What follows belongs to an exercise in optimizing a design on an open flow for small area and a short achievable clock period; a production flow would make more cautious choices. RTL that was checked went through simulation tests only; none was proved equivalent to the original. Function not checked in run 1: the RTL went through the layout flow alone. No activity file was given, so power comes from the tool's default toggle rates.

## constraint.sdc

```tcl
create_clock -name core_clock -period 5.5 [get_ports {clk}]
set_input_delay 1.1000 -clock core_clock [delete_from_list [all_inputs] [get_ports {clk}]]
set_output_delay 1.1000 -clock core_clock [all_outputs]
set_load 0.01 [all_outputs]
```

## config.mk

```make
export PLATFORM = sky130hd
export DESIGN_NAME = axi_rd_mem_stub
export DESIGN_NICKNAME = axi_rd_mem_stub
export VERILOG_FILES = /design/flow/design.v
export SDC_FILE = /design/flow/constraint.sdc
export NUM_CORES = 4
export LEC_CHECK = 0
export CAP_MARGIN = 20
export CORE_MARGIN = 2
export CORE_UTILIZATION = 60
export SLEW_MARGIN = 20
```

## design.v

```verilog
package prefetcher_stub_pkg;
    localparam logic [1:0] RESP_OKAY   = 2'b00;
    localparam logic [1:0] RESP_SLVERR = 2'b10;
endpackage
module stub_ar_fifo #(
    parameter int WIDTH     = 8,
    parameter int LOG_DEPTH = 2
) (
    input  logic                 clk,
    input  logic                 rst,
    input  logic                 push,
    input  logic [WIDTH-1:0]     push_data,
    input  logic                 pop,
    output logic [WIDTH-1:0]     head,
    output logic                 full,
    output logic                 empty,
    output logic [LOG_DEPTH:0]   count
);
    localparam int DEPTH = 1 << LOG_DEPTH;
    logic [WIDTH-1:0]     store_r [DEPTH];
    logic [LOG_DEPTH-1:0] wr_ptr_r;
    logic [LOG_DEPTH-1:0] rd_ptr_r;
    logic [LOG_DEPTH:0]   cnt_r;
    logic [LOG_DEPTH:0]   cnt_nx;
    logic                 nempty_r;
    logic                 do_push_s;
    logic                 do_pop_s;
    assign full      = cnt_r[LOG_DEPTH];
    assign empty     = !nempty_r;
    assign count     = cnt_r;
    assign head      = store_r[rd_ptr_r];
    assign do_push_s = push && !full;
    assign do_pop_s  = pop && nempty_r;
    always_ff @(posedge clk) begin
        if (do_push_s) begin
            store_r[wr_ptr_r] <= push_data;
        end
    end
    always_comb begin
        cnt_nx = cnt_r;
        case ({do_push_s, do_pop_s})
            2'b10:   cnt_nx = cnt_r + (LOG_DEPTH+1)'(1);
            2'b01:   cnt_nx = cnt_r - (LOG_DEPTH+1)'(1);
            default: cnt_nx = cnt_r;
        endcase
    end
    always_ff @(posedge clk) begin
        if (rst) begin
            wr_ptr_r <= {LOG_DEPTH{1'b0}};
            rd_ptr_r <= {LOG_DEPTH{1'b0}};
            cnt_r    <= {(LOG_DEPTH+1){1'b0}};
            nempty_r <= 1'b0;
        end else begin
            if (do_push_s) begin
                wr_ptr_r <= wr_ptr_r + LOG_DEPTH'(1);
            end
            if (do_pop_s) begin
                rd_ptr_r <= rd_ptr_r + LOG_DEPTH'(1);
            end
            cnt_r    <= cnt_nx;
            nempty_r <= (cnt_nx != {(LOG_DEPTH+1){1'b0}});
        end
    end
endmodule
module axi_rd_mem_stub #(
    parameter int ADDR_BITS            = 16,
    parameter int LOG_BLOCK_DATA_BYTES = 0,
    parameter int MEM_WORD_BITS        = 8,
    parameter int BURST_LEN_WIDTH      = 8,
    parameter int TID_WIDTH            = 8,
    parameter int LOG_OUTSTANDING      = 2,
    parameter int LAT_WIDTH            = 6,
    localparam int DATA_WIDTH          = 8 << LOG_BLOCK_DATA_BYTES
) (
    input  logic                       clk,
    input  logic                       rst,
    input  logic                       s_ar_valid,
    output logic                       s_ar_ready,
    input  logic [ADDR_BITS-1:0]       s_ar_addr,
    input  logic [BURST_LEN_WIDTH-1:0] s_ar_len,
    input  logic [TID_WIDTH-1:0]       s_ar_id,
    output logic                       s_r_valid,
    input  logic                       s_r_ready,
    output logic [DATA_WIDTH-1:0]      s_r_data,
    output logic [TID_WIDTH-1:0]       s_r_id,
    output logic                       s_r_last,
    output logic [1:0]                 s_r_resp,
    input  logic [LAT_WIDTH-1:0]       cfg_latency,
    input  logic                       ld_en,
    input  logic [MEM_WORD_BITS-1:0]   ld_addr,
    input  logic [DATA_WIDTH-1:0]      ld_data,
    output logic [LOG_OUTSTANDING:0]   outstanding,
    output logic                       busy
);
    localparam int IDX_W   = ADDR_BITS - LOG_BLOCK_DATA_BYTES;
    localparam int ENTRY_W = IDX_W + BURST_LEN_WIDTH + TID_WIDTH;
    localparam int OUT_W   = LOG_OUTSTANDING + 1;
    logic [DATA_WIDTH-1:0]      mem_r [1 << MEM_WORD_BITS];
    logic [ENTRY_W-1:0]         push_entry_s;
    logic [ENTRY_W-1:0]         head_entry_s;
    logic                       fifo_full_s;
    logic                       fifo_empty_s;
    logic [OUT_W-1:0]           fifo_count_s;
    logic                       push_s;
    logic                       pop_s;
    logic [IDX_W-1:0]           head_idx_s;
    logic [BURST_LEN_WIDTH-1:0] head_len_s;
    logic [TID_WIDTH-1:0]       head_id_s;
    logic                       busy_r;
    logic                       valid_r;
    logic [IDX_W-1:0]           cur_idx_r;
    logic [BURST_LEN_WIDTH-1:0] rem_r;       
    logic [LAT_WIDTH-1:0]       lat_r;
    logic                       lat_one_r;   
    logic [OUT_W-1:0]           out_r;
    logic [DATA_WIDTH-1:0]      r_data_r;
    logic [TID_WIDTH-1:0]       r_id_r;
    logic                       r_last_r;
    logic                       r_err_r;
    logic                       cap_idle_s;
    logic                       cap_wait_s;
    logic                       cap_beat_s;
    logic                       capture_s;
    logic                       done_s;
    logic                       lat_zero_s;
    logic                       in_range_s;
    logic [DATA_WIDTH-1:0]      rd_word_s;
    logic [BURST_LEN_WIDTH-1:0] cap_rem_s;
    assign push_entry_s = {IDX_W'(s_ar_addr >> LOG_BLOCK_DATA_BYTES), s_ar_len, s_ar_id};
    assign {head_idx_s, head_len_s, head_id_s} = head_entry_s;
    assign push_s = s_ar_valid && !fifo_full_s;
    assign pop_s  = !busy_r && !fifo_empty_s;
    stub_ar_fifo #(
        .WIDTH     (ENTRY_W),
        .LOG_DEPTH (LOG_OUTSTANDING)
    ) u_ar_fifo (
        .clk       (clk),
        .rst       (rst),
        .push      (s_ar_valid),
        .push_data (push_entry_s),
        .pop       (pop_s),
        .head      (head_entry_s),
        .full      (fifo_full_s),
        .empty     (fifo_empty_s),
        .count     (fifo_count_s)
    );
    always_ff @(posedge clk) begin
        if (ld_en) begin
            mem_r[ld_addr] <= ld_data;
        end
    end
    assign lat_zero_s = (cfg_latency == {LAT_WIDTH{1'b0}});
    assign cap_idle_s = pop_s && lat_zero_s;
    assign cap_wait_s = busy_r && !valid_r && lat_one_r;
    assign cap_beat_s = valid_r && s_r_ready && !r_last_r;
    assign capture_s  = cap_idle_s || cap_wait_s || cap_beat_s;
    assign done_s     = valid_r && s_r_ready && r_last_r;
    assign in_range_s = ((cur_idx_r >> MEM_WORD_BITS) == {IDX_W{1'b0}});
    assign rd_word_s  = mem_r[cur_idx_r[MEM_WORD_BITS-1:0]];
    assign cap_rem_s  = busy_r ? rem_r : head_len_s;
    always_ff @(posedge clk) begin
        if (rst) begin
            busy_r    <= 1'b0;
            valid_r   <= 1'b0;
            out_r     <= {OUT_W{1'b0}};
            rem_r     <= {BURST_LEN_WIDTH{1'b0}};
            lat_r     <= {LAT_WIDTH{1'b0}};
            lat_one_r <= 1'b0;
            cur_idx_r <= {IDX_W{1'b0}};
            r_data_r  <= {DATA_WIDTH{1'b0}};
            r_id_r    <= {TID_WIDTH{1'b0}};
            r_last_r  <= 1'b0;
            r_err_r   <= 1'b0;
        end else begin
            out_r <= out_r + OUT_W'(push_s) - OUT_W'(done_s);
            if (pop_s) begin
                busy_r  <= 1'b1;
                valid_r <= lat_zero_s;
            end else if (cap_wait_s) begin
                valid_r <= 1'b1;
            end else if (done_s) begin
                busy_r  <= 1'b0;
                valid_r <= 1'b0;
            end
            if (pop_s) begin
                lat_r     <= cfg_latency;
                lat_one_r <= (cfg_latency == LAT_WIDTH'(1));
            end else begin
                lat_r     <= lat_r - LAT_WIDTH'(1);
                lat_one_r <= (lat_r == LAT_WIDTH'(2));
            end
            if (pop_s) begin
                r_id_r <= head_id_s;
                rem_r  <= head_len_s;
            end
            if (capture_s) begin
                cur_idx_r <= cur_idx_r + IDX_W'(1);
                rem_r     <= cap_rem_s - BURST_LEN_WIDTH'(1);
            end else if ((!busy_r && fifo_empty_s) || done_s) begin
                cur_idx_r <= fifo_empty_s ? IDX_W'(s_ar_addr >> LOG_BLOCK_DATA_BYTES) : head_idx_s;
            end
            if (capture_s) begin
                r_data_r <= in_range_s ? rd_word_s : {DATA_WIDTH{1'b0}};
                r_err_r  <= !in_range_s;
                r_last_r <= (cap_rem_s == {BURST_LEN_WIDTH{1'b0}});
            end
        end
    end
    assign s_ar_ready  = !fifo_full_s;
    assign s_r_valid   = valid_r;
    assign s_r_data    = r_data_r;
    assign s_r_id      = r_id_r;
    assign s_r_last    = r_last_r;
    assign s_r_resp    = r_err_r ? prefetcher_stub_pkg::RESP_SLVERR : prefetcher_stub_pkg::RESP_OKAY;
    assign busy        = busy_r;
    assign outstanding = out_r;
endmodule
```

## run.sh

```bash
#!/bin/bash
# synth_recipe.tcl (not shown) runs the flow's synth.tcl, then flattens the netlist and writes it again
# the make line also repeats each setting of config.mk as NAME=value (left out here)
make -C /OpenROAD-flow-scripts/flow DESIGN_CONFIG=/design/flow/config.mk WORK_HOME=/design/flow/orfs CLKGATE_MAP_FILE= SYNTH_SCRIPT=/design/flow/synth_recipe.tcl finish
```

==> results.json, run 1 <==
{
  "layout_common_cells": "edfxtp_1 (2176), mux4_2 (488), nor2_1 (348)",
  "finalNetCount": 4687,
  "power.leakage_nw": 30.2,
  "cts-resized-gates": 0,
  "final_common_cell": "edfxtp_1",
  "slew_violations": 0,
  "synth_flop_cell": "edfxtp_1",
  "slowest_delay_ns": 1.02,
  "timing.final.ws_setup_ns": 1.53,
  "min_delay_path_depth": 2,
  "grt_pass1_vias": 44200,
  "cp_num_buf_inv": 3,
  "synth_area_um2": 88100,
  "die_h_um": 387,
  "drtIter0Drc": 6598,
  "fmax_ghz": 0.252,
  "setup-tns-final_ns": 0,
  "start_kind": "flip-flop",
  "timing.slew.headroom": 0.163,
  "final_cell_area_um2": 98200,
  "num_vias": 45100,
  "antenna_found_initial": 16,
  "clk-insertion-delay-late_ns": 0.86,
  "outcome": "no timing/DRC/antenna violations",
  "die_w_um": 387,
  "area_growth_pct": 11.5,
  "tightestPinTransition_ns": 1.26,
  "grt_pass1_wl_um": 333000,
  "place_inst": 6311,
  "drive_gt1_frac": 0.212,
  "r2r_slack_ns": 1.53,
  "vdd_ir_drop_max_v": 0.000383,
  "cp.arrival_ns": 4.69,
  "cts_buffers": 218,
  "cts.sink_count": 2248,
  "path_class": "flip-flop to flip-flop",
  "crit_path_end": "r_data_r[7]",
  "yosysWarnings": 2,
  "hold_violations": 0,
  "drv_cap": 0,
  "hold_buffers": 0,
  "finalCritPeriodShare": 0.722,
  "place_ws_ns": 1.02,
  "globalplace.congestion": 0.910,
  "postRouteAntennaNets": 0,
  "route.detailed.drc": 0,
  "synth_area_leaders": "edfxtp_1 (74%), mux4_2 (12%), mux2i_1 (2.2%)",
  "crit_path_cell_trace": "buf_12, buf_12, buf_4, mux2_1, o22ai_1, nor2_1, o21ai_0, o2111ai_1, a2111oi_1, o41ai_2",
  "gr-total-overflow": 0,
  "grt_max_degree": 124,
  "finalSetupViolCount": 0,
  "cpMaxStageDelayCell": "a2111oi_1",
  "hpwl_um": 147000,
  "ys_types": 87,
  "synth-seq-area-share": 0.758,
  "groute.usage.overall": 0.316,
  "r2r_end": "r_data_r[7]",
  "io_pins": 84,
  "cts_root_buf": "clkbuf_16",
  "critPathCaptureType": "flip-flop",
  "synth_top_area_frac": 0.741,
  "fp-row-count": 140,
  "clk_pin_slew_ns": 0.07,
  "core-area_um2": 146000,
  "placed_area_um2": 91200,
  "power.total_mw": 44.8,
  "hp-class": "flip-flop to flip-flop",
  "finalNonFillerCells": 6715,
  "yosys.area.top_type": "edfxtp_1",
  "skew_ns": 0.0389,
  "synth_edf_count": 2176,
  "cp_data_required_time_ns": 6.21,
  "hold_slack_ns": 0.454,
  "utilization": 0.674,
  "dieArea_um2": 150000,
  "synthCells": 4420,
  "cp_top_family": "compound AO/OA/AOI/OAI gates",
  "cellPowerDensity_nw_per_um2": 456,
  "clock_path_buffers": 3,
  "drt_first_pass_iters": 6,
  "async_flop_share": 0,
  "routed_wl_um": 235000,
  "initial_core_util": 0.605,
  "finalCriticalPeriod_ns": 3.97,
  "synth-seq-cells": 2248,
  "cp_max_fo": 29,
  "cts_tree": "yes",
  "cts_setup_buffers": 0,
  "synth_fp_nets": 4493,
  "syn_avg_cell_area_um2": 19.9,
  "wire_per_inst_um": 34.9,
  "crit_top_cell": "buf_12",
  "rsz0062_at_grt": "false",
  "htreeDepth": 4,
  "numPortBuffers": 82,
  "cp.depth": 10,
  "vias_per_cell": 6.72,
  "ff2ff_path_depth": 10
}
[worst min path at each step]
stage                     startpoint        end
final                      r_id_r[7]  r_id_r[7]
after global routing       r_id_r[6]  r_id_r[6]
after CTS                  r_id_r[0]  r_id_r[0]
after detailed placement   r_id_r[0]  r_id_r[0]
after global placement     r_id_r[7]  r_id_r[7]
after floorplan             rem_r[6]   rem_r[6]
[cells in the mapped netlist (32+ instances only)]
master	count
dfxtp_1	72
nand2_1	160
mux2i_1	193
o21ai_0	32
nor2_1	349
a211oi_1	33
buf_2	58
clkbuf_1	113
mux4_2	488
nand3_1	38
edfxtp_1	2176
nor3_1	42
o22ai_1	68
a22oi_1	48
a21oi_1	78
[routing by layer]
layer,vias to the layer above,GRT usage,share of wire
met2,2570,0.472,0.46
met5,-,0,0.00029
met4,10,0.0994,0.033
li1,18500,-,-
met3,387,0.0741,0.11
met1,23600,0.471,0.40
[tightest hold or removal path, stage by stage, from the launching register on]
cell and delay, ns:
dfxtp_1 0.31, nand2_1 0.05, a21oi_1 0.05
[logic make-up (layout without fill, tap and decap cells)]
| kind of cell | count (synthesis) | count (layout) | synth area share |
|---|---|---|---|
| other cells | 1 | 5 | 0.0000425 |
| mux | 707 | 707 | 0.150 |
| fa+ha+maj | 14 | 14 | 0.00216 |
| compound gates | 420 | 420 | 0.0324 |
| simple gates | 734 | 734 | 0.0369 |
| buf+inv | 280 | 654 | 0.0191 |
| flops | 2248 | 2248 | 0.758 |
| xor+xnor | 16 | 16 | 0.00159 |
[final cells by class]
cell class              count  area [um^2]
diodes                      4         10.0
clock buffers             291         5980
clock inverters           109         1010
fillers                  9555        47500
inverters                  21         80.1
multi-input cells        1892        19700
flip-flops and latches   2248        66800
well taps                1917         2400
repair buffers            233         2230
[where the power goes]
group          internal [mW]  switching [mW]
clock network           8.44            6.25
registers               19.1           0.464
logic                   4.22            6.32
[flip-flops by register name (all words and copies together) (netlist names), 2 cells and up, named ones only]
register and count:
u_ar_fifo.store_r 128, u_ar_fifo.rd_ptr_r 2, u_ar_fifo.wr_ptr_r 2, cur_idx_r 16, lat_r 6, rem_r 8, mem_r 2048, out_r 3
u_ar_fifo.cnt_r 3, r_data_r 8, r_id_r 8
==> run 2, diff against run 1 <==
--- a/design.v
+++ b/design.v
@@ -95,7 +95,12 @@
     localparam int IDX_W   = ADDR_BITS - LOG_BLOCK_DATA_BYTES;
     localparam int ENTRY_W = IDX_W + BURST_LEN_WIDTH + TID_WIDTH;
     localparam int OUT_W   = LOG_OUTSTANDING + 1;
-    logic [DATA_WIDTH-1:0]      mem_r [1 << MEM_WORD_BITS];
+    localparam int WORDS    = 1 << MEM_WORD_BITS;
+    localparam int ROW_BITS = MEM_WORD_BITS / 2;
+    localparam int COL_BITS = MEM_WORD_BITS - ROW_BITS;
+    localparam int ROWS     = 1 << ROW_BITS;
+    localparam int COLS     = 1 << COL_BITS;
+    logic [WORDS*DATA_WIDTH-1:0] mem_r;
     logic [ENTRY_W-1:0]         push_entry_s;
     logic [ENTRY_W-1:0]         head_entry_s;
     logic                       fifo_full_s;
@@ -125,6 +130,8 @@
     logic                       lat_zero_s;
     logic                       in_range_s;
     logic [DATA_WIDTH-1:0]      rd_word_s;
+    logic [DATA_WIDTH-1:0]      rd_data_s;
+    logic                       ld_hit_s;
     logic [BURST_LEN_WIDTH-1:0] cap_rem_s;
     assign push_entry_s = {IDX_W'(s_ar_addr >> LOG_BLOCK_DATA_BYTES), s_ar_len, s_ar_id};
     assign {head_idx_s, head_len_s, head_id_s} = head_entry_s;
@@ -144,9 +151,19 @@
         .empty     (fifo_empty_s),
         .count     (fifo_count_s)
     );
-    always_ff @(posedge clk) begin
-        if (ld_en) begin
-            mem_r[ld_addr] <= ld_data;
+    logic [ROWS-1:0]       ld_row_r;
+    logic [COLS-1:0]       ld_col_r;
+    logic [DATA_WIDTH-1:0] ld_data_r;
+    always_ff @(posedge clk) begin
+        ld_row_r  <= ld_en ? (ROWS'(1) << ld_addr[MEM_WORD_BITS-1:COL_BITS]) : {ROWS{1'b0}};
+        ld_col_r  <= COLS'(1) << ld_addr[COL_BITS-1:0];
+        ld_data_r <= ld_data;
+    end
+    for (genvar w = 0; w < WORDS; w++) begin : g_word
+        always_ff @(posedge clk) begin
+            if (ld_row_r[w / COLS] && ld_col_r[w % COLS]) begin
+                mem_r[w*DATA_WIDTH +: DATA_WIDTH] <= ld_data_r;
+            end
         end
     end
     assign lat_zero_s = (cfg_latency == {LAT_WIDTH{1'b0}});
@@ -156,7 +173,9 @@
     assign capture_s  = cap_idle_s || cap_wait_s || cap_beat_s;
     assign done_s     = valid_r && s_r_ready && r_last_r;
     assign in_range_s = ((cur_idx_r >> MEM_WORD_BITS) == {IDX_W{1'b0}});
-    assign rd_word_s  = mem_r[cur_idx_r[MEM_WORD_BITS-1:0]];
+    assign rd_word_s  = mem_r[cur_idx_r[MEM_WORD_BITS-1:0]*DATA_WIDTH +: DATA_WIDTH];
+    assign ld_hit_s   = ld_row_r[cur_idx_r[MEM_WORD_BITS-1:COL_BITS]] && ld_col_r[cur_idx_r[COL_BITS-1:0]];
+    assign rd_data_s  = !in_range_s ? {DATA_WIDTH{1'b0}} : ld_hit_s ? ld_data_r : rd_word_s;
     assign cap_rem_s  = busy_r ? rem_r : head_len_s;
     always_ff @(posedge clk) begin
         if (rst) begin
@@ -200,7 +219,7 @@
                 cur_idx_r <= fifo_empty_s ? IDX_W'(s_ar_addr >> LOG_BLOCK_DATA_BYTES) : head_idx_s;
             end
             if (capture_s) begin
-                r_data_r <= in_range_s ? rd_word_s : {DATA_WIDTH{1'b0}};
+                r_data_r <= rd_data_s;
                 r_err_r  <= !in_range_s;
                 r_last_r <= (cap_rem_s == {BURST_LEN_WIDTH{1'b0}});
             end
==> flow/run.sh (new file) <==
#!/bin/bash
# Standard ORFS layout (standard.sh), with two changes to how it is made:
# the port buffers are plain buffers (buffer_ports otherwise picks a delay
# cell), and timing repair may resize cells across footprints.
set -euo pipefail
bash standard.sh MATCH_CELL_FOOTPRINT=0 "BUFFER_PORTS_ARGS=-buffer_cell sky130_fd_sc_hd__buf_2" finish > make_finish.log 2>&1
==> standard.sh (new file) <==
#!/bin/bash
# synth_recipe.tcl (not shown) runs the flow's synth.tcl, then flattens the netlist and writes it again
# the make line also repeats each setting of config.mk as NAME=value (left out here)
make -C /OpenROAD-flow-scripts/flow DESIGN_CONFIG=/design/flow/config.mk WORK_HOME=/design/flow/orfs CLKGATE_MAP_FILE= SYNTH_SCRIPT=/design/flow/synth_recipe.tcl "${@:-finish}"
--- a/config.mk
+++ b/config.mk
@@ -7,5 +7,9 @@
 export LEC_CHECK = 0
 export CAP_MARGIN = 20
 export CORE_MARGIN = 2
-export CORE_UTILIZATION = 60
+export CORE_UTILIZATION = 65
+export CTS_CLUSTER_DIAMETER = 100
+export CTS_CLUSTER_SIZE = 30
+export PLACE_DENSITY = 0.72
+export SETUP_SLACK_MARGIN = 2.9
 export SLEW_MARGIN = 20
removed: run.sh
==> run 2 against run 1 <==
Non-clock buffer count increased by 115. Hold slack better by 0.0033 ns. Count of clock-buffer cells in the layout shrank 142. First-iteration DRC count down 9.9%. Clock skew rose by 0.017 ns. Flip-flop and latch count is 32 higher. Fmax increased by 37%. Setup slack better by 1.1 ns. Area after synthesis is 1.1% higher. Cell count is 1.4% lower. Critical path type unchanged.
==> results.json, run 2 <==
{
  "final_common_cell": "edfxtp_1",
  "route.detailed.drc": 0,
  "slowest_delay_ns": 0.44,
  "vdd_ir_drop_max_v": 0.000336,
  "drtIter0Drc": 5944,
  "synth_area_um2": 89200,
  "setup-tns-final_ns": 0,
  "globalplace.congestion": 0.876,
  "timing.slew.headroom": 0.238,
  "initial_core_util": 0.657,
  "path_class": "flip-flop to flip-flop",
  "cpMaxStageDelayCell": "a2111oi_1",
  "synth-seq-cells": 2280,
  "die_w_um": 374,
  "place_ws_ns": 1.54,
  "die_h_um": 374,
  "yosys.area.top_type": "edfxtp_1",
  "clk-insertion-delay-late_ns": 0.76,
  "async_flop_share": 0,
  "cts.sink_count": 2280,
  "routed_wl_um": 214000,
  "r2r-start": "cur_idx_r[0]",
  "synth-seq-area-share": 0.756,
  "cts_buffers": 86,
  "synth_flop_cell": "edfxtp_1",
  "grt_max_degree": 211,
  "timing.final.ws_setup_ns": 2.59,
  "vias_per_cell": 6.88,
  "synth_top_area_frac": 0.733,
  "gr-total-overflow": 0,
  "drive_gt1_frac": 0.220,
  "cts_tree": "yes",
  "synthTopCellsByCount": "edfxtp_1 (2176), mux4_2 (409), mux2i_1 (310)",
  "outcome": "no timing/DRC/antenna violations",
  "fmax_ghz": 0.344,
  "critPathCaptureType": "flip-flop",
  "clock_path_buffers": 3,
  "n_fill_cell": 8131,
  "multi_input_area_um2": 21300,
  "cts_root_buf": "clkbuf_16",
  "cp_data_required_time_ns": 6.13,
  "synth_area_leaders": "edfxtp_1 (73%), mux4_2 (10%), mux2i_1 (3.5%)",
  "power.leakage_nw": 30.0,
  "io_pins": 84,
  "postRouteAntennaNets": 0,
  "synth_edf_count": 2176,
  "yosysWarnings": 2,
  "numPortBuffers": 82,
  "start_kind": "flip-flop",
  "skew_ns": 0.0554,
  "finalNetCount": 4829,
  "finalCritPeriodShare": 0.528,
  "fp-row-count": 135,
  "r2r_slack_ns": 2.59,
  "crit_path_end": "r_data_r[4]",
  "layout_common_cells": "edfxtp_1 (2176), mux4_2 (409), mux2i_1 (292)",
  "grt_pass1_vias": 44300,
  "synthCells": 4589,
  "ff_latch_area_um2": 67500,
  "cp.arrival_ns": 3.54,
  "ff2ff_path_depth": 11,
  "hp-class": "input port to flip-flop",
  "largest_reg_flops": 2048,
  "top_register": "mem_r",
  "cp_max_fo": 24,
  "groute.usage.overall": 0.308,
  "num_vias": 45500,
  "antenna_found_initial": 16,
  "r2r_end": "r_data_r[4]",
  "crit_path_cell_trace": "buf_12, buf_6, nor2b_4, buf_12, a22oi_1, nand3_1, nand3_1, a2111oi_1, buf_4, o22a_1, o21ai_2",
  "hold_buffers": 0,
  "syn_avg_cell_area_um2": 19.4,
  "drt_first_pass_iters": 5,
  "yosysMostFrequentCell": "edfxtp_1",
  "cellPowerDensity_nw_per_um2": 404,
  "reg_top3": "mem_r: 2048 flops, u_ar_fifo.store_r: 128 flops",
  "finalCriticalPeriod_ns": 2.91,
  "wire_per_inst_um": 32.3,
  "rsz0062_at_grt": "true",
  "critPathLaunch": "cur_idx_r[0]",
  "synth_fp_nets": 4662,
  "hpwl_um": 123000,
  "dieArea_um2": 140000,
  "slew_violations": 0,
  "hold_violations": 0,
  "htreeDepth": 3,
  "area_growth_pct": 9.33,
  "clk_pin_slew_ns": 0.12,
  "ys_types": 70,
  "core-area_um2": 136000,
  "grt_pass1_wl_um": 310000,
  "tightestPinTransition_ns": 1.14,
  "drv_cap": 0,
  "finalSetupViolCount": 0
}
## run 2: changes by cell type after synthesis, moves of 29 or more
| cell | previous run | this run |
|---|---|---|
| o221ai_1 | 29 | 0 |
| nor2_1 | 349 | 118 |
| mux2i_1 | 193 | 310 |
| dfxtp_1 | 72 | 104 |
| nand3_1 | 38 | 87 |
| buf_2 | 58 | 121 |
| o21ai_1 | 31 | 1 |
| and2_1 | 17 | 266 |
| o22ai_1 | 68 | 22 |
| mux4_2 | 488 | 409 |
| a22oi_1 | 48 | 196 |
## run 2: logic make-up (layout without fill, tap and decap cells)
family / Yosys count / after routing / synth area share
DFF: 2280 / 2280 / 0.756
muxes: 749 / 749 / 0.142
buffers and inverters: 288 / 520 / 0.0152
AOI/OAI and AO/OA: 456 / 456 / 0.0360
and+or+nand+nor: 781 / 783 / 0.0465
other: 1 / 18 / 0.0000421
xor gates and xnor gates: 20 / 20 / 0.00196
adders and majority gates: 14 / 14 / 0.00213
## run 2: critical path: cells and delay by family, from the launching register on
kind,cells,cell delay (ns)
buffers and inverters,4,0.78
AND/OR/NAND/NOR,3,0.66
flip-flops,1,0.41
AO/OA/AOI/OAI,4,0.88
## run 2: cell type report
cell class	count	share of cell area
Inverter	17	0.000693
Multi-Input combinational cell	2023	0.218
Sequential cell	2280	0.693
Tap cell	1781	0.0229
Clock inverter	6	0.000834
Clock buffer	149	0.0250
Timing Repair Buffer	348	0.0391
Antenna cell	17	0.000436
## run 2: metrics by stage
step	hold slack (ns)	utilization	power [mW]	area, um^2	instances
after floorplan	0.437	-	26.4	89200	4589
after global placement	0.442	0.676	29.2	91800	6297
after detailed placement	0.444	0.676	29.3	91800	6297
after CTS	0.409	0.714	39.0	97000	6581
after global routing	0.418	0.717	40.5	97400	6605
final	0.457	0.718	39.3	97500	6621
## run 2: timing repair
item                       in CTS  in global routing
resized for setup             232                 38
setup endpoints to repair      36                 20
cloned                         24                  4
pin swaps                      42                 21
buffers inserted              105                 19
## run 2: worst min-delay path by stage
stage | from | to | slack [ns] | cells past startpoint
after detailed placement | r_id_r[2] | r_id_r[2] | 0.44 | 2
after global routing | ld_data[2] | ld_data_r[2] | 0.42 | 1
after floorplan | lat_r[0] | lat_r[0] | 0.44 | 1
final | ld_data[4] | ld_data_r[4] | 0.46 | 1
after CTS | ld_data[4] | ld_data_r[4] | 0.41 | 1
after global placement | r_id_r[3] | r_id_r[3] | 0.44 | 2
## run 2: layer usage
| layer | track usage | part of all wire | up-vias |
|---|---|---|---|
| li1 | - | - | 18900 |
| met1 | 0.441 | 0.38 | 23900 |
| met2 | 0.494 | 0.49 | 2370 |
| met3 | 0.0535 | 0.094 | 347 |
| met4 | 0.0947 | 0.035 | 2 |
| met5 | 0 | 0.000061 | - |
## run 2: power by group
group | internal [mW] | switching, mW
combinational | 5.16 | 6.43
clock | 3.10 | 5.00
sequential | 19.3 | 0.344
==> run 3, diff against run 2 <==
--- a/config.mk
+++ b/config.mk
@@ -7,9 +7,9 @@
 export LEC_CHECK = 0
 export CAP_MARGIN = 20
 export CORE_MARGIN = 2
-export CORE_UTILIZATION = 65
-export CTS_CLUSTER_DIAMETER = 100
-export CTS_CLUSTER_SIZE = 30
-export PLACE_DENSITY = 0.72
-export SETUP_SLACK_MARGIN = 2.9
+export CORE_UTILIZATION = 70
+export CTS_CLUSTER_DIAMETER = 80
+export CTS_CLUSTER_SIZE = 24
+export PLACE_DENSITY = 0.76
+export SETUP_SLACK_MARGIN = 3.3
 export SLEW_MARGIN = 20
==> run 3 against run 2 <==
Still clean. Critical path depth unchanged. Via count increased by 3.8%. Die area decreased by 7.1%. Wire length increased by 5.7%. Critical endpoint is now r_data_r[6]. Largest cell class unchanged.
==> results.json, run 3 <==
{
  "synth_flop_cell": "edfxtp_1",
  "vias_per_cell": 7.18,
  "synth_edf_count": 2176,
  "wire_per_inst_um": 34.3,
  "initial_core_util": 0.707,
  "vdd_ir_drop_max_v": 0.000327,
  "fmax_ghz": 0.344,
  "finalCritPeriodShare": 0.528,
  "drt_first_pass_iters": 6,
  "fp-row-count": 130,
  "synthTopCellsByCount": "edfxtp_1 (2176), mux4_2 (409), mux2i_1 (310)",
  "async_flop_share": 0,
  "num_vias": 47300,
  "cts_buffers": 108,
  "gr-usage-met2": 0.527,
  "synth-seq-area-share": 0.756,
  "power.leakage_nw": 30.8,
  "synthCells": 4589,
  "routed_wl_um": 226000,
  "reg_top3": "mem_r: 2048 flops, u_ar_fifo.store_r: 128 flops",
  "route.detailed.drc": 0,
  "layout_common_cells": "edfxtp_1 (2176), mux4_2 (409), mux2i_1 (295)",
  "cts_tree": "yes",
  "drv_cap": 0,
  "finalNetCount": 4910,
  "hpwl_um": 123000,
  "antenna_found_initial": 21,
  "htreeDepth": 3,
  "hold_violations": 0,
  "skew_ns": 0.0511,
  "clock_path_buffers": 3,
  "cp.arrival_ns": 3.57,
  "drtIter0Drc": 7289,
  "core-area_um2": 126000,
  "synth_area_um2": 89200,
  "setup-tns-final_ns": 0,
  "timing.slew.headroom": 0.218,
  "synth-seq-cells": 2280,
  "yosys.area.top_type": "edfxtp_1",
  "finalCriticalPeriod_ns": 2.90,
  "timing.final.ws_setup_ns": 2.60,
  "cp_max_fo": 19,
  "yosysMostFrequentCell": "edfxtp_1",
  "postRouteAntennaNets": 0,
  "io_pins": 84,
  "dieArea_um2": 130000,
  "outcome": "no timing/DRC/antenna violations",
  "syn_avg_cell_area_um2": 19.4,
  "largest_reg_flops": 2048,
  "critPathCaptureType": "flip-flop",
  "cp_data_required_time_ns": 6.17,
  "finalSetupViolCount": 0,
  "numPortBuffers": 82,
  "min_delay_path_depth": 1,
  "area_growth_pct": 11.5,
  "clk-insertion-delay-late_ns": 0.78,
  "synth_top_area_frac": 0.733,
  "rsz0062_at_grt": "true",
  "grt_pass1_vias": 45400,
  "met3_usage": 0.0739,
  "ff2ff_path_depth": 11,
  "cellPowerDensity_nw_per_um2": 416,
  "cts.sink_count": 2280,
  "yosysWarnings": 2,
  "synth_fp_nets": 4662,
  "globalplace.congestion": 0.880,
  "grt_max_degree": 190,
  "tightestPinTransition_ns": 1.17,
  "top_register": "mem_r",
  "gr-usage-met1": 0.515,
  "die_w_um": 361,
  "path_class": "flip-flop to flip-flop",
  "clk_pin_slew_ns": 0.10,
  "synth_area_leaders": "edfxtp_1 (73%), mux4_2 (10%), mux2i_1 (3.5%)",
  "groute.usage.overall": 0.346,
  "cts_root_buf": "clkbuf_16",
  "ys_types": 70,
  "slew_violations": 0,
  "hp-class": "input port to flip-flop",
  "start_kind": "flip-flop",
  "top_usage_layer": "met2",
  "place_ws_ns": 1.48,
  "die_h_um": 361,
  "final_common_cell": "edfxtp_1",
  "drive_gt1_frac": 0.252,
  "grt_pass1_wl_um": 322000,
  "gr-total-overflow": 0
}
==> run 3: cell type report <==
class	count	area (um^2)
diodes	26	65.1
clock buffers	160	2940
clock inverters	20	208
fillers	6235	26600
inverters	17	67.6
multi-input cells	2023	21600
flip-flops and latches	2280	67500
well taps	1650	2060
repair buffers	407	4890
==> run 3: what timing repair did <==
| action | in CTS | in global routing |
|---|---|---|
| buffers inserted | 129 | 44 |
| hold endpoints to repair | 0 | 0 |
| resized for setup | 338 | 98 |
| pin swaps | 86 | 40 |
| setup endpoints to repair | 61 | 324 |
| hold buffers | 0 | 0 |
| cloned | 43 | 2 |
==> run 3: final timing paths <==
check                             startpoint            to  slack (ns)
worst max-delay path            cur_idx_r[0]   r_data_r[6]        2.60
worst min-delay path              ld_data[7]  ld_data_r[7]        0.43
worst max register to register  cur_idx_r[0]   r_data_r[6]        2.60
worst min register to register     r_id_r[0]     r_id_r[0]        0.46
==> run 3: through the flow <==
stage               hold WS, ns  utilization  total power, mW  cells  cell area (um^2)
floorplan                 0.437            -             26.4   4589             89300
global placement          0.440        0.727             29.3   6159             91700
detailed placement        0.443        0.727             29.4   6159             91700
CTS                       0.384        0.782             40.6   6511             98500
global route              0.385        0.788             42.3   6561             99400
finish                    0.427        0.789             41.3   6583             99400
==> run 3: per-layer routing <==
metal,vias up,wire [um]
met5,-,98
met4,10,7960
met3,511,27500
met2,3351,107000
met1,24300,83500
li1,19100,-
==> run 3: worst max-delay path: stages (launching register included) <==
cell and delay [ns]:
dfxtp_4 0.42, buf_12 0.19, buf_12 0.12, buf_4 0.10
buf_6 0.28, nor4bb_4 0.08, buf_4 0.18, buf_4 0.16
a221oi_1 0.33, nand4_1 0.39, o21a_1 0.32, a31o_2 0.20
==> run 3: cell families (layout without fill, tap and decap cells) <==
kind of cell / after synthesis / after routing / synth area share
xor gates and xnor gates: 20 / 20 / 0.00196
and+or+nand+nor: 781 / 783 / 0.0465
muxes: 749 / 749 / 0.142
other: 1 / 27 / 0.0000421
DFF: 2280 / 2280 / 0.756
adders and majority gates: 14 / 14 / 0.00213
AOI/OAI and AO/OA: 456 / 456 / 0.0360
buffers and inverters: 288 / 604 / 0.0152
==> run 3: where the power goes <==
part / internal (mW) / switching, mW
sequential: 19.3 / 0.308
clock: 3.81 / 5.23
combinational: 5.60 / 7.06
==> run 4, diff against run 3 <==
==> run.sh (new file) <==
#!/bin/bash
# synth_recipe.tcl (not shown) runs the flow's synth.tcl, then flattens the netlist and writes it again
# the make line also repeats each setting of config.mk as NAME=value (left out here)
make -C /OpenROAD-flow-scripts/flow DESIGN_CONFIG=/design/flow/config.mk WORK_HOME=/design/flow/orfs CLKGATE_MAP_FILE= SYNTH_SCRIPT=/design/flow/synth_recipe.tcl finish
--- a/config.mk
+++ b/config.mk
@@ -11,5 +11,5 @@
 export CTS_CLUSTER_DIAMETER = 80
 export CTS_CLUSTER_SIZE = 24
 export PLACE_DENSITY = 0.76
-export SETUP_SLACK_MARGIN = 3.3
+export SETUP_SLACK_MARGIN = 2.9
 export SLEW_MARGIN = 20
removed: flow/run.sh
removed: standard.sh
==> run 4 against run 3 <==
Wire length down 3.2%. Final area fell by 1.3%. Flip-flop and latch count did not move. Total power fell by 2.3%. Setup slack lost 0.019 ns. Fmax shrank 0.65%. Hold slack better by 0.030 ns. Clock skew shrank 0.015 ns. Count of clock-buffer cells in the layout up 9. Critical path depth fell by 2. Synthesized cell count is the same. Critical path type unchanged. Largest power group unchanged. Highest routed layer unchanged.
==> results.json, run 4 <==
{
  "outcome": "no timing/DRC/antenna violations",
  "tightestPinTransition_ns": 1.07,
  "initial_core_util": 0.707,
  "synth-compound-area-share": 0.0360,
  "routed_wl_um": 219000,
  "cts_root_buf": "clkbuf_16",
  "r2r_end": "r_data_r[2]",
  "skew_ns": 0.0358,
  "route.detailed.drc": 0,
  "synth_fa_ha_area_frac": 0.00213,
  "synth_top_area_frac": 0.733,
  "core-area_um2": 126000,
  "synth_fp_nets": 4662,
  "fmax_ghz": 0.342,
  "synth_area_leaders": "edfxtp_1 (73%), mux4_2 (10%), mux2i_1 (3.5%)",
  "vias_per_cell": 7.13,
  "reg_top3": "mem_r: 2048 flops, u_ar_fifo.store_r: 128 flops",
  "yosysMostFrequentCell": "edfxtp_1",
  "min_delay_path_depth": 2,
  "yosysWarnings": 2,
  "postRouteAntennaNets": 0,
  "grt_pass1_vias": 44700,
  "power.leakage_nw": 30.3,
  "synthSimpleGateAreaFrac": 0.0465,
  "placed_area_um2": 91900,
  "r2r-start": "cur_idx_r[2]",
  "final_cell_area_um2": 98200,
  "rsz0062_at_grt": "true",
  "slew_violations": 0,
  "r2r_slack_ns": 2.58,
  "htreeDepth": 3,
  "cp_max_fo": 20,
  "drv_cap": 0,
  "yosys.area.top_type": "edfxtp_1",
  "drive_gt1_frac": 0.207,
  "io_pins": 84,
  "p_sw_mw": 12.1,
  "n_fill_cell": 6517,
  "num_vias": 46500,
  "synthMuxAreaShare": 0.142,
  "finalSetupViolCount": 0,
  "place_ws_ns": 1.32,
  "synth_edf_count": 2176,
  "synth-seq-area-share": 0.756,
  "finalCriticalPeriod_ns": 2.92,
  "hp-class": "flip-flop to flip-flop",
  "die_h_um": 361,
  "cts_tree": "yes",
  "seqPwrFrac": 0.486,
  "timing.slew.headroom": 0.289,
  "largest_reg_flops": 2048,
  "synthCells": 4589,
  "final_common_cell": "edfxtp_1",
  "critPathCaptureType": "flip-flop",
  "dieArea_um2": 130000,
  "min_from": "r_id_r[2]",
  "cp.arrival_ns": 3.58,
  "synthTopCellsByCount": "edfxtp_1 (2176), mux4_2 (409), mux2i_1 (310)",
  "fp-row-count": 130,
  "ys_types": 70,
  "drt_first_pass_iters": 6,
  "cellPowerDensity_nw_per_um2": 411,
  "wire_per_inst_um": 33.5,
  "grt_max_degree": 176,
  "finalCritPeriodShare": 0.531,
  "top_register": "mem_r",
  "vdd_ir_drop_max_v": 0.000335,
  "clk_pin_slew_ns": 0.10,
  "drtIter0Drc": 6742,
  "clk-insertion-delay-late_ns": 0.77,
  "synth_xor_area_frac": 0.00196,
  "p_sw_frac": 0.299,
  "power_frac_comb": 0.290,
  "clkPwrFrac": 0.224,
  "hold_slack_ns": 0.456,
  "synth_top_family_by_area": "multiplexers",
  "hold_violations": 0,
  "area_growth_pct": 10.1,
  "place_inst": 6157,
  "min_to": "r_id_r[2]",
  "cts_buffers": 107,
  "synth_area_um2": 89200,
  "grt_pass1_wl_um": 314000,
  "layout_common_cells": "edfxtp_1 (2176), mux4_2 (409), mux2i_1 (290)",
  "start_kind": "flip-flop",
  "globalplace.congestion": 0.897,
  "synth-seq-cells": 2280,
  "power.internal_mw": 28.3,
  "synth_flop_cell": "edfxtp_1",
  "gr-total-overflow": 0,
  "setup-tns-final_ns": 0,
  "timing.final.ws_setup_ns": 2.58,
  "async_flop_share": 0,
  "hpwl_um": 123000,
  "numPortBuffers": 82,
  "antenna_found_initial": 18,
  "ff2ff_path_depth": 9,
  "groute.usage.overall": 0.339,
  "finalNetCount": 4846,
  "syn_avg_cell_area_um2": 19.4,
  "path_class": "flip-flop to flip-flop",
  "power.total_mw": 40.4,
  "finalNonFillerCells": 6524,
  "die_w_um": 361,
  "cts.sink_count": 2280,
  "clock_path_buffers": 3,
  "cp_data_required_time_ns": 6.15,
  "utilization": 0.779
}
==> run 4: cell counts after synthesis <==
Identical to the previous run, type by type.
==> run 4: routing by layer <==
metal	vias up	global-route usage	wire [um]	part of all wire
met3	383	0.0742	25700	0.12
li1	19000	-	-	-
met1	24300	0.501	81800	0.37
met2	2884	0.517	104000	0.48
met4	6	0.111	7180	0.033
met5	-	0	34	0.00016
==> run 4: worst max path at each step <==
| stage | end | startpoint | slack (ns) |
|---|---|---|---|
| after floorplan | r_data_r[2] | cfg_latency[1] | 2.35 |
| after global placement | r_data_r[0] | cur_idx_r[0] | 1.34 |
| after detailed placement | r_data_r[2] | cfg_latency[1] | 1.32 |
| after CTS | r_data_r[6] | cur_idx_r[0] | 2.63 |
| after global routing | r_data_r[7] | cur_idx_r[0] | 2.53 |
| final | r_data_r[2] | cur_idx_r[2] | 2.58 |
==> run 4: cell families after synthesis <==
group | count (synthesis)
and+or+nand+nor | 781
xor gates and xnor gates | 20
buffers and inverters | 288
muxes | 749
DFF | 2280
other | 1
adders and majority gates | 14
AOI/OAI and AO/OA | 456
==> run 4: final cells by class <==
class	instances	area [um^2]	share of cell area
Antenna cell	24	60.1	0.000612
Clock buffer	169	2990	0.0304
Clock inverter	17	190	0.00194
Inverter	17	67.6	0.000688
Multi-Input combinational cell	2023	21100	0.215
Sequential cell	2280	67500	0.688
Tap cell	1650	2060	0.0210
Timing Repair Buffer	344	4150	0.0422
==> run 4: worst max-delay path, stage by stage (launching register included) <==
cell	delay, ns
dfxtp_4	0.37
buf_4	0.16
buf_4	0.25
and4b_2	0.46
nor3_4	0.31
a2bb2oi_1	0.39
nand4_1	0.34
o41ai_4	0.33
a211o_1	0.16
o21ai_2	0.05
==> run 4: timing repair <==
item,in CTS,in global routing
hold buffers,0,0
cloned,21,5
setup buffers,108,23
endpoints found under the setup margin,60,33
pin swaps,50,12
resized for setup,252,37
==> run 4: power by group through the flow <==
stage / Sequential, mW / Clock (mW) / Combinational (mW)
finish: 19.6 / 9.04 / 11.7
global route: 19.7 / 9.65 / 12.1
CTS: 19.6 / 9.08 / 11.3
detailed placement: 20.3 / 0 / 9.14
global placement: 20.3 / 0 / 9.04
floorplan: 20.0 / 0 / 6.42
==> run 5, diff against run 4 <==
--- a/config.mk
+++ b/config.mk
@@ -7,9 +7,9 @@
 export LEC_CHECK = 0
 export CAP_MARGIN = 20
 export CORE_MARGIN = 2
-export CORE_UTILIZATION = 70
-export CTS_CLUSTER_DIAMETER = 80
-export CTS_CLUSTER_SIZE = 24
-export PLACE_DENSITY = 0.76
-export SETUP_SLACK_MARGIN = 2.9
+export CORE_UTILIZATION = 65
+export CTS_CLUSTER_DIAMETER = 100
+export CTS_CLUSTER_SIZE = 30
+export PLACE_DENSITY = 0.72
+export SETUP_SLACK_MARGIN = 2.6
 export SLEW_MARGIN = 20
==> run 5 against run 4 <==
Critical path type unchanged. Largest power group unchanged. Sequential power hardly changed. Synthesized cell count unchanged. Count of clock-buffer cells in the layout decreased by 19.
==> results.json, run 5 <==
{
  "outcome": "no timing/DRC/antenna violations",
  "cts.sink_count": 2280,
  "p_sw_mw": 11.7,
  "io_pins": 84,
  "vias_per_cell": 6.82,
  "place_inst": 6293,
  "synth_top_area_frac": 0.733,
  "yosysMostFrequentCell": "edfxtp_1",
  "slew_violations": 0,
  "die_w_um": 374,
  "grt_pass1_wl_um": 302000,
  "final_common_cell": "edfxtp_1",
  "drt_first_pass_iters": 5,
  "critPathCaptureType": "flip-flop",
  "finalNonFillerCells": 6591,
  "slowest_delay_ns": 0.63,
  "setup-tns-final_ns": 0,
  "seqPwrFrac": 0.502,
  "synthTopCellsByCount": "edfxtp_1 (2176), mux4_2 (409), mux2i_1 (310)",
  "synth_fa_ha_area_frac": 0.00213,
  "synth_flop_cell": "edfxtp_1",
  "yosysWarnings": 2,
  "die_h_um": 374,
  "drive_gt1_frac": 0.196,
  "routed_wl_um": 213000,
  "gr-total-overflow": 0,
  "synth_area_leaders": "edfxtp_1 (73%), mux4_2 (10%), mux2i_1 (3.5%)",
  "finalCriticalPeriod_ns": 2.93,
  "synthMuxAreaShare": 0.142,
  "num_vias": 45000,
  "min_delay_path_depth": 2,
  "power.total_mw": 39.1,
  "start_kind": "flip-flop",
  "clock_path_buffers": 3,
  "cts_tree": "yes",
  "power.leakage_nw": 29.7,
  "area_growth_pct": 9.25,
  "numPortBuffers": 82,
  "rsz0062_at_grt": "true",
  "cp.arrival_ns": 3.57,
  "largest_reg_flops": 2048,
  "initial_core_util": 0.657,
  "hpwl_um": 124000,
  "syn_avg_cell_area_um2": 19.4,
  "power.internal_mw": 27.3,
  "crit_path_cell_trace": "buf_4, buf_12, clkbuf_16, mux4_2, a2bb2oi_2, nand4_1, o41ai_4, a211o_1, o21ai_2",
  "postRouteAntennaNets": 0,
  "drv_cap": 0,
  "finalNetCount": 4790,
  "timing.slew.headroom": 0.192,
  "n_fill_cell": 8182,
  "fmax_ghz": 0.341,
  "dieArea_um2": 140000,
  "hp-class": "flip-flop to flip-flop",
  "finalCritPeriodShare": 0.533,
  "top_register": "mem_r",
  "synth-seq-cells": 2280,
  "layout_common_cells": "edfxtp_1 (2176), mux4_2 (409), mux2i_1 (296)",
  "synth_area_um2": 89200,
  "cp_max_fo": 13,
  "synthCells": 4589,
  "core-area_um2": 136000,
  "cts_buffers": 86,
  "skew_ns": 0.0577,
  "ys_types": 70,
  "synth-compound-area-share": 0.0360,
  "hold_buffers": 0,
  "wire_per_inst_um": 32.3,
  "yosys.area.top_type": "edfxtp_1",
  "groute.usage.overall": 0.301,
  "cellPowerDensity_nw_per_um2": 401,
  "reg_top3": "mem_r: 2048 flops, u_ar_fifo.store_r: 128 flops",
  "path_class": "flip-flop to flip-flop",
  "tightestPinTransition_ns": 1.21,
  "cpMaxStageDelayCell": "o41ai_4",
  "synth_fp_nets": 4662,
  "power_frac_comb": 0.291,
  "cts_root_buf": "clkbuf_16",
  "clk-insertion-delay-late_ns": 0.75,
  "async_flop_share": 0,
  "vdd_ir_drop_max_v": 0.000337,
  "drtIter0Drc": 6008,
  "hold_violations": 0,
  "clkPwrFrac": 0.207,
  "synth_edf_count": 2176,
  "antenna_found_initial": 26,
  "fp-row-count": 135,
  "grt_pass1_vias": 43700,
  "route.detailed.drc": 0,
  "p_sw_frac": 0.300,
  "globalplace.congestion": 0.858,
  "synth_xor_area_frac": 0.00196,
  "htreeDepth": 3,
  "cp_data_required_time_ns": 6.14,
  "synthSimpleGateAreaFrac": 0.0465,
  "synth-seq-area-share": 0.756,
  "grt_max_degree": 178,
  "synth_top_family_by_area": "multiplexers",
  "ff2ff_path_depth": 9,
  "clk_pin_slew_ns": 0.11,
  "finalSetupViolCount": 0
}
run 5: cell type report:
cell class              count  area, um^2  share of cell area
diodes                     26        65.1            0.000668
clock inverters             5        77.6            0.000796
clock buffers             150        2460              0.0252
multi-input cells        2024       21300               0.219
well taps                1781        2230              0.0229
flip-flops and latches   2280       67500               0.693
inverters                  17        67.6            0.000694
repair buffers            308        3690              0.0379
run 5: cells by family (layout without fill, tap and decap cells):
family / after synthesis / in the layout
other cells: 1 / 27
fa+ha+maj: 14 / 14
simple gates: 781 / 784
compound gates: 456 / 456
mux: 749 / 749
buf+inv: 288 / 480
xor+xnor: 20 / 20
flops: 2280 / 2280
run 5: routing by layer:
metal | track usage | wire length, um | up-vias
li1 | - | - | 18800
met1 | 0.424 | 80400 | 23400
met2 | 0.469 | 103000 | 2404
met3 | 0.0816 | 23400 | 334
met4 | 0.0902 | 6290 | 14
met5 | 0 | 111 | -
run 5: what timing repair did:
item | CTS | global route
resized for setup | 149 | 109
pin swaps | 17 | 27
endpoints found under the setup margin | 30 | 18
buffers inserted | 62 | 36
cloned | 11 | 7
run 5: metrics by stage:
stage | instance area (um^2) | hold slack (ns) | utilization | setup WS [ns]
final | 97400 | 0.459 | 0.717 | 2.57
after global routing | 97300 | 0.485 | 0.717 | 2.52
after CTS | 96400 | 0.462 | 0.710 | 2.54
after detailed placement | 92200 | 0.447 | 0.679 | 1.41
after global placement | 92200 | 0.443 | 0.679 | 1.45
after floorplan | 89200 | 0.437 | - | 2.35
run 5: final timing paths:
| path | startpoint | endpoint | slack, ns |
|---|---|---|---|
| hold / removal | r_id_r[2] | r_id_r[2] | 0.46 |
| hold reg to reg | r_id_r[2] | r_id_r[2] | 0.46 |
| setup reg to reg | cur_idx_r[0] | r_data_r[2] | 2.57 |
| setup / recovery | cur_idx_r[0] | r_data_r[2] | 2.57 |
run 5: critical path, delay by kind of cell, from the launching register on:
| family | cells | cell delay (ns) |
|---|---|---|
| AO/OA/AOI/OAI | 4 | 1.10 |
| buffers and inverters | 3 | 0.55 |
| multiplexers | 1 | 0.53 |
| flip-flops | 1 | 0.40 |
| AND/OR/NAND/NOR | 1 | 0.23 |
run 5: power groups by stage:
stage	Sequential (mW)	Combinational [mW]	Clock, mW
final	19.6	11.4	8.10
after global routing	19.6	11.8	8.71
after global placement	20.2	9.08	0
after detailed placement	20.3	9.17	0
after floorplan	20.0	6.42	0
after CTS	19.6	10.6	8.17

port drivers added, routing unchanged:
The flow's constraints put no driver on any port. The routed layouts listed below were extracted and timed again, unchanged, in two steps.
Step 1, drivers: a clkbuf_16 drives clk and a buf_2 each remaining input, both assumed.
Step 2, shift: input delay + t, output delay - t, t = (earliest + latest rising clock arrival at the registers) / 2. This alone moves slack from input paths to output paths.
Three values: ideal, step 1, step 2; two values: the first two.
run	shift t [ns]	setup WS [ns]	latest minus earliest clock arrival (ns)	worst register clock-pin slew, ns	worst slew at a driven data input, ns
run 1	0.921	1.526 / 1.526 / 0.962	0.040 / 0.039	0.07 / 0.07	0.17
run 2	0.817	2.594 / 2.594 / 2.000	0.060 / 0.060	0.12 / 0.12	0.07
run 3	0.837	2.596 / 2.596 / 2.109	0.059 / 0.059	0.10 / 0.10	0.18
run 4	0.837	2.577 / 2.577 / 2.028	0.041 / 0.042	0.10 / 0.10	0.16
run 5	0.801	2.568 / 2.563 / 1.882	0.059 / 0.059	0.12 / 0.12	0.11
After both steps every run listed still meets setup and hold. For run 5, which loses most, drivers alone change the setup slack by -0.005 ns; drivers and shift together by -0.686 ns.
